What follows belongs to an exercise in optimizing a design on an open flow for small area, a short achievable clock period and few clock cycles per item; a production flow would make more cautious choices. Only simulation tests tie the RTL to the original design; equivalence was not proved. Power and IR drop assume default switching activity.

==> build 82 <==
// wide_add_sequencer
module wide_add_sequencer (
   input  logic         clk,
   input  logic         rst,
   input  logic         in_valid,
   output logic         in_ready,
   input  logic [255:0] in_a,
   input  logic [255:0] in_b,
   input  logic         in_sub,
   output logic         out_valid,
   input  logic         out_ready,
   output logic [255:0] out_sum,
   output logic         out_carry
);
   logic         out_valid_r;
   assign in_ready  = !out_valid_r || out_ready;
   assign out_valid = out_valid_r;
   always_ff @(posedge clk or posedge rst) begin
      if (rst) begin
         out_valid_r <= 1'b0;
      end else if (in_ready) begin
         out_valid_r <= in_valid;
      end
   end
   logic [255:0] bb, p, g;
   assign bb = in_b ^ {256{in_sub}};
   assign p  = in_a ^ bb;
   assign g  = {in_a[255:1] & bb[255:1], (in_a[0] & bb[0]) | (p[0] & in_sub)};
   logic [255:0] s_loc;       
   logic [15:0] bg, bp;       
   wire Gb0_l0_1 = g[1] | (p[1] & g[0]);
   wire Pb0_l0_1 = p[1] & p[0];
   wire Gb0_l0_3 = g[3] | (p[3] & g[2]);
   wire Pb0_l0_3 = p[3] & p[2];
   wire Gb0_l0_5 = g[5] | (p[5] & g[4]);
   wire Pb0_l0_5 = p[5] & p[4];
   wire Gb0_l0_7 = g[7] | (p[7] & g[6]);
   wire Pb0_l0_7 = p[7] & p[6];
   wire Gb0_l0_9 = g[9] | (p[9] & g[8]);
   wire Pb0_l0_9 = p[9] & p[8];
   wire Gb0_l0_11 = g[11] | (p[11] & g[10]);
   wire Pb0_l0_11 = p[11] & p[10];
   wire Gb0_l0_13 = g[13] | (p[13] & g[12]);
   wire Pb0_l0_13 = p[13] & p[12];
   wire Gb0_l0_15 = g[15] | (p[15] & g[14]);
   wire Pb0_l0_15 = p[15] & p[14];
   wire Gb0_l1_2 = g[2] | (p[2] & Gb0_l0_1);
   wire Pb0_l1_2 = p[2] & Pb0_l0_1;
   wire Gb0_l1_3 = Gb0_l0_3 | (Pb0_l0_3 & Gb0_l0_1);
   wire Pb0_l1_3 = Pb0_l0_3 & Pb0_l0_1;
   wire Gb0_l1_6 = g[6] | (p[6] & Gb0_l0_5);
   wire Pb0_l1_6 = p[6] & Pb0_l0_5;
   wire Gb0_l1_7 = Gb0_l0_7 | (Pb0_l0_7 & Gb0_l0_5);
   wire Pb0_l1_7 = Pb0_l0_7 & Pb0_l0_5;
   wire Gb0_l1_10 = g[10] | (p[10] & Gb0_l0_9);
  ...
clock: 4.5 ns
lec_check: 0
cap_margin: 20
core_margin: 2
core_utilization: 55
cts_cluster_diameter: 80
cts_cluster_size: 30
gpl_timing_driven: 0
setup_slack_margin: 1.0
slew_margin: 20
synth_hierarchical: 1
standard.sh (not shown) runs the stock make flow with config.mk's settings and CLKGATE_MAP_FILE= SYNTH_SCRIPT=/design/flow/synth_recipe.tcl, a recipe that flattens the netlist after the stock synthesis.
==> flow/flow/run.sh <==
#!/bin/bash
# The standard layout, with each port buffered by a plain buf_1 instead of the
# delay cell buffer_ports picks by default.
set -euo pipefail
export BUFFER_PORTS_ARGS="-buffer_cell sky130_fd_sc_hd__buf_1"
bash standard.sh finish > make_finish.log 2>&1
==> trial 66 (differences from build 82) <==
--- a/flow/design.v
+++ b/flow/design.v
@@ -1338,123 +1338,133 @@
    assign s_loc[254] = p[254] ^ Gb15_l3_13;
    assign s_loc[255] = p[255] ^ Gb15_l3_14;
    assign bg[15] = Gb15_l3_15;
    assign bp[15] = Pb15_l3_15;
    logic [15:0] gin, pin;     
-   logic [3:0] sg, sp;       
+   logic [1:0] sg, sp;       
    wire Gs0_l0_1 = bg[1] | (bp[1] & bg[0]);
    wire Ps0_l0_1 = bp[1] & bp[0];
    wire Gs0_l0_3 = bg[3] | (bp[3] & bg[2]);
    wire Ps0_l0_3 = bp[3] & bp[2];
+   wire Gs0_l0_5 = bg[5] | (bp[5] & bg[4]);
+   wire Ps0_l0_5 = bp[5] & bp[4];
+   wire Gs0_l0_7 = bg[7] | (bp[7] & bg[6]);
+   wire Ps0_l0_7 = bp[7] & bp[6];
    wire Gs0_l1_2 = bg[2] | (bp[2] & Gs0_l0_1);
    wire Ps0_l1_2 = bp[2] & Ps0_l0_1;
    wire Gs0_l1_3 = Gs0_l0_3 | (Ps0_l0_3 & Gs0_l0_1);
    wire Ps0_l1_3 = Ps0_l0_3 & Ps0_l0_1;
+   wire Gs0_l1_6 = bg[6] | (bp[6] & Gs0_l0_5);
+   wire Ps0_l1_6 = bp[6] & Ps0_l0_5;
+   wire Gs0_l1_7 = Gs0_l0_7 | (Ps0_l0_7 & Gs0_l0_5);
+   wire Ps0_l1_7 = Ps0_l0_7 & Ps0_l0_5;
+   wire Gs0_l2_4 = bg[4] | (bp[4] & Gs0_l1_3);
+   wire Ps0_l2_4 = bp[4] & Ps0_l1_3;
+   wire Gs0_l2_5 = Gs0_l0_5 | (Ps0_l0_5 & Gs0_l1_3);
+   wire Ps0_l2_5 = Ps0_l0_5 & Ps0_l1_3;
+   wire Gs0_l2_6 = Gs0_l1_6 | (Ps0_l1_6 & Gs0_l1_3);
+   wire Ps0_l2_6 = Ps0_l1_6 & Ps0_l1_3;
+   wire Gs0_l2_7 = Gs0_l1_7 | (Ps0_l1_7 & Gs0_l1_3);
+   wire Ps0_l2_7 = Ps0_l1_7 & Ps0_l1_3;
    assign gin[0] = 1'b0;
    assign pin[0] = 1'b1;
    assign gin[1] = bg[0];
    assign pin[1] = bp[0];
    assign gin[2] = Gs0_l0_1;
    assign pin[2] = Ps0_l0_1;
    assign gin[3] = Gs0_l1_2;
    assign pin[3] = Ps0_l1_2;
-   assign sg[0] = Gs0_l1_3;
-   assign sp[0] = Ps0_l1_3;
-   wire Gs1_l0_1 = bg[5] | (bp[5] & bg[4]);
-   wire Ps1_l0_1 = bp[5] & bp[4];
-   wire Gs1_l0_3 = bg[7] | (bp[7] & bg[6]);
-   wire Ps1_l0_3 = bp[7] & bp[6];
-   wire Gs1_l1_2 = bg[6] | (bp[6] & Gs1_l0_1);
-   wire Ps1_l1_2 = bp[6] & Ps1_l0_1;
+   assign gin[4] = Gs0_l1_3;
+   assign pin[4] = Ps0_l1_3;
+   assign gin[5] = Gs0_l2_4;
+   assign pin[5] = Ps0_l2_4;
+   assign gin[6] = Gs0_l2_5;
+   assign pin[6] = Ps0_l2_5;
+   assign gin[7] = Gs0_l2_6;
+   assign pin[7] = Ps0_l2_6;
+   assign sg[0] = Gs0_l2_7;
+   assign sp[0] = Ps0_l2_7;
+   wire Gs1_l0_1 = bg[9] | (bp[9] & bg[8]);
+   wire Ps1_l0_1 = bp[9] & bp[8];
+   wire Gs1_l0_3 = bg[11] | (bp[11] & bg[10]);
+   wire Ps1_l0_3 = bp[11] & bp[10];
+   wire Gs1_l0_5 = bg[13] | (bp[13] & bg[12]);
+   wire Ps1_l0_5 = bp[13] & bp[12];
+   wire Gs1_l0_7 = bg[15] | (bp[15] & bg[14]);
+   wire Ps1_l0_7 = bp[15] & bp[14];
+   wire Gs1_l1_2 = bg[10] | (bp[10] & Gs1_l0_1);
+   wire Ps1_l1_2 = bp[10] & Ps1_l0_1;
    wire Gs1_l1_3 = Gs1_l0_3 | (Ps1_l0_3 & Gs1_l0_1);
    wire Ps1_l1_3 = Ps1_l0_3 & Ps1_l0_1;
-   assign gin[4] = 1'b0;
-   assign pin[4] = 1'b1;
-   assign gin[5] = bg[4];
-   assign pin[5] = bp[4];
-   assign gin[6] = Gs1_l0_1;
-   assign pin[6] = Ps1_l0_1;
-   assign gin[7] = Gs1_l1_2;
-   assign pin[7] = Ps1_l1_2;
-   assign sg[1] = Gs1_l1_3;
-   assign sp[1] = Ps1_l1_3;
-   wire Gs2_l0_1 = bg[9] | (bp[9] & bg[8]);
-   wire Ps2_l0_1 = bp[9] & bp[8];
-   wire Gs2_l0_3 = bg[11] | (bp[11] & bg[10]);
-   wire Ps2_l0_3 = bp[11] & bp[10];
-   wire Gs2_l1_2 = bg[10] | (bp[10] & Gs2_l0_1);
-   wire Ps2_l1_2 = bp[10] & Ps2_l0_1;
-   wire Gs2_l1_3 = Gs2_l0_3 | (Ps2_l0_3 & Gs2_l0_1);
-   wire Ps2_l1_3 = Ps2_l0_3 & Ps2_l0_1;
+   wire Gs1_l1_6 = bg[14] | (bp[14] & Gs1_l0_5);
+   wire Ps1_l1_6 = bp[14] & Ps1_l0_5;
+   wire Gs1_l1_7 = Gs1_l0_7 | (Ps1_l0_7 & Gs1_l0_5);
+   wire Ps1_l1_7 = Ps1_l0_7 & Ps1_l0_5;
+   wire Gs1_l2_4 = bg[12] | (bp[12] & Gs1_l1_3);
+   wire Ps1_l2_4 = bp[12] & Ps1_l1_3;
+   wire Gs1_l2_5 = Gs1_l0_5 | (Ps1_l0_5 & Gs1_l1_3);
+   wire Ps1_l2_5 = Ps1_l0_5 & Ps1_l1_3;
+   wire Gs1_l2_6 = Gs1_l1_6 | (Ps1_l1_6 & Gs1_l1_3);
+   wire Ps1_l2_6 = Ps1_l1_6 & Ps1_l1_3;
+   wire Gs1_l2_7 = Gs1_l1_7 | (Ps1_l1_7 & Gs1_l1_3);
+   wire Ps1_l2_7 = Ps1_l1_7 & Ps1_l1_3;
    assign gin[8] = 1'b0;
    assign pin[8] = 1'b1;
    assign gin[9] = bg[8];
    assign pin[9] = bp[8];
-   assign gin[10] = Gs2_l0_1;
-   assign pin[10] = Ps2_l0_1;
-   assign gin[11] = Gs2_l1_2;
-   assign pin[11] = Ps2_l1_2;
-   assign sg[2] = Gs2_l1_3;
-   assign sp[2] = Ps2_l1_3;
-   wire Gs3_l0_1 = bg[13] | (bp[13] & bg[12]);
-   wire Ps3_l0_1 = bp[13] & bp[12];
-   wire Gs3_l0_3 = bg[15] | (bp[15] & bg[14]);
-   wire Ps3_l0_3 = bp[15] & bp[14];
-   wire Gs3_l1_2 = bg[14] | (bp[14] & Gs3_l0_1);
-   wire Ps3_l1_2 = bp[14] & Ps3_l0_1;
-   wire Gs3_l1_3 = Gs3_l0_3 | (Ps3_l0_3 & Gs3_l0_1);
-   wire Ps3_l1_3 = Ps3_l0_3 & Ps3_l0_1;
-   assign gin[12] = 1'b0;
-   assign pin[12] = 1'b1;
-   assign gin[13] = bg[12];
-   assign pin[13] = bp[12];
-   assign gin[14] = Gs3_l0_1;
-   assign pin[14] = Ps3_l0_1;
-   assign gin[15] = Gs3_l1_2;
-   assign pin[15] = Ps3_l1_2;
-   assign sg[3] = Gs3_l1_3;
-   assign sp[3] = Ps3_l1_3;
+   assign gin[10] = Gs1_l0_1;
+   assign pin[10] = Ps1_l0_1;
+   assign gin[11] = Gs1_l1_2;
+   assign pin[11] = Ps1_l1_2;
+   assign gin[12] = Gs1_l1_3;
+   assign pin[12] = Ps1_l1_3;
+   assign gin[13] = Gs1_l2_4;
+   assign pin[13] = Ps1_l2_4;
+   assign gin[14] = Gs1_l2_5;
+   assign pin[14] = Ps1_l2_5;
+   assign gin[15] = Gs1_l2_6;
+   assign pin[15] = Ps1_l2_6;
+   assign sg[1] = Gs1_l2_7;
+   assign sp[1] = Ps1_l2_7;
    logic [255:0] s_r;
    logic [15:0] gin_r, pin_r;
-   logic [3:0] sg_r, sp_r;
+   logic [1:0] sg_r, sp_r;
    always_ff @(posedge clk) begin
       if (in_ready) begin
          s_r   <= s_loc;
          gin_r <= gin;
          pin_r <= pin;
          sg_r  <= sg;
          sp_r  <= sp;
       end
    end
-   logic [4:0] cs;           
+   logic [2:0] cs;           
    assign cs[0] = 1'b0;
    assign cs[1] = sg_r[0] | (sp_r[0] & cs[0]);
    assign cs[2] = sg_r[1] | (sp_r[1] & cs[1]);
-   assign cs[3] = sg_r[2] | (sp_r[2] & cs[2]);
-   assign cs[4] = sg_r[3] | (sp_r[3] & cs[3]);
    logic [15:0] cb;           
    assign cb[0] = gin_r[0] | (pin_r[0] & cs[0]);
    assign cb[1] = gin_r[1] | (pin_r[1] & cs[0]);
    assign cb[2] = gin_r[2] | (pin_r[2] & cs[0]);
    assign cb[3] = gin_r[3] | (pin_r[3] & cs[0]);
-   assign cb[4] = gin_r[4] | (pin_r[4] & cs[1]);
-   assign cb[5] = gin_r[5] | (pin_r[5] & cs[1]);
-   assign cb[6] = gin_r[6] | (pin_r[6] & cs[1]);
-   assign cb[7] = gin_r[7] | (pin_r[7] & cs[1]);
-   assign cb[8] = gin_r[8] | (pin_r[8] & cs[2]);
-   assign cb[9] = gin_r[9] | (pin_r[9] & cs[2]);
-   assign cb[10] = gin_r[10] | (pin_r[10] & cs[2]);
-   assign cb[11] = gin_r[11] | (pin_r[11] & cs[2]);
-   assign cb[12] = gin_r[12] | (pin_r[12] & cs[3]);
-   assign cb[13] = gin_r[13] | (pin_r[13] & cs[3]);
-   assign cb[14] = gin_r[14] | (pin_r[14] & cs[3]);
-   assign cb[15] = gin_r[15] | (pin_r[15] & cs[3]);
+   assign cb[4] = gin_r[4] | (pin_r[4] & cs[0]);
+   assign cb[5] = gin_r[5] | (pin_r[5] & cs[0]);
+   assign cb[6] = gin_r[6] | (pin_r[6] & cs[0]);
+   assign cb[7] = gin_r[7] | (pin_r[7] & cs[0]);
+   assign cb[8] = gin_r[8] | (pin_r[8] & cs[1]);
+   assign cb[9] = gin_r[9] | (pin_r[9] & cs[1]);
+   assign cb[10] = gin_r[10] | (pin_r[10] & cs[1]);
+   assign cb[11] = gin_r[11] | (pin_r[11] & cs[1]);
+   assign cb[12] = gin_r[12] | (pin_r[12] & cs[1]);
+   assign cb[13] = gin_r[13] | (pin_r[13] & cs[1]);
+   assign cb[14] = gin_r[14] | (pin_r[14] & cs[1]);
+   assign cb[15] = gin_r[15] | (pin_r[15] & cs[1]);
    assign out_sum[15:0] = s_r[15:0];
    for (genvar j = 1; j < 16; j++) begin : g_inc
       wa_inc u_inc (.s(s_r[j*16 +: 16]), .c(cb[j]), .y(out_sum[j*16 +: 16]));
    end
-   assign out_carry = cs[4];
+   assign out_carry = cs[2];
 endmodule
 module wa_inc (
    input  logic [15:0] s,
    input  logic        c,
    output logic [15:0] y
==> reports/qor.yml <==
run_status:
  status: "finished clean"
power:
  clock_power_w: 0.00226
finish:
  seq_share: 0.2717
  seq_area_sq_um: 8553
timing:
  min_period_ps: 3412
synth:
  synth_edf_count: 284
  syn-num-nets: 3387
  syn_inst: 2537
  ys_top_cells_by_count: "426 x xor2_1, 284 x edfxtp_1, 269 x ha_1, 232 x inv_1, 202 x xnor2_1"
place:
  dpl.cell_count: 3931
  place.gp.congestion: 0.9672
global_routing:
  grt_pass1_wl_um: 132600
detailed_routing:
  met1_length_um: 35070
clock_tree:
  clkLatencyLatePin_ps: 570
The numbers above come from build 82.

==> reports/qor.yml <==
clock_tree:
  clkLatencyLatePin_ps: 540
detailed_routing:
  met1_length_um: 33880
power:
  clock_power_w: 0.00194
global_routing:
  grt_pass1_wl_um: 134200
worst_setup_path:
  path_class: "reg2out"
place:
  place.gp.congestion: 0.9864
  dpl.cell_count: 3977
run_status:
  status: "finished clean"
finish:
  largest_reg_flops: 256
  inverters: 215
  seq_area_sq_um: 8433
floorplan:
  core_area_sq_um: 47550
synth:
  syn-num-nets: 3433
  ys_top_cells_by_count: "416 x xor2_1, 280 x edfxtp_1, 269 x ha_1, 215 x inv_1, 210 x xnor2_1"
  syn_inst: 2583
timing:
  min_period_ps: 3427
The numbers above come from trial 66.

Testbench counts of build 82, summed over its fixed seeds: cycles 2,408, items 2,400.
Testbench counts of trial 66, summed over its fixed seeds: cycles 2,408, items 2,400.

[port drivers added, routing unchanged]
No port has a modelled driver above. Below, the same layouts with a new extraction and two added sets of constraints.
Step 1: set_driving_cell puts a clkbuf_16 on clk and a buf_2 on each other input, an assumption about the parent block.
Step 2, shift: input delay + t, output delay - t, t = (earliest + latest rising clock arrival at the registers) / 2. This alone moves slack from input paths to output paths.
Slacks: ideal / step 1 / step 2; pairs: ideal / step 1.
run | t (ns) | setup WS [ns] | worst hold slack (ns) | latest minus earliest clock arrival (ns) | worst data-port slew with drivers (ns)
build 82 | 0.621 | 1.088 / 0.943 / 0.322 | 0.180 / 0.139 / 0.760 | 0.033 / 0.033 | 0.20
trial 66 | 0.591 | 1.073 / 0.990 / 0.399 | 0.163 / 0.165 / 0.756 | 0.020 / 0.020 | 0.20
After both steps setup and hold are still met in every run listed. The setup slack of build 82, which loses most, moves by -0.145 ns with the drivers and by -0.766 ns with both steps.
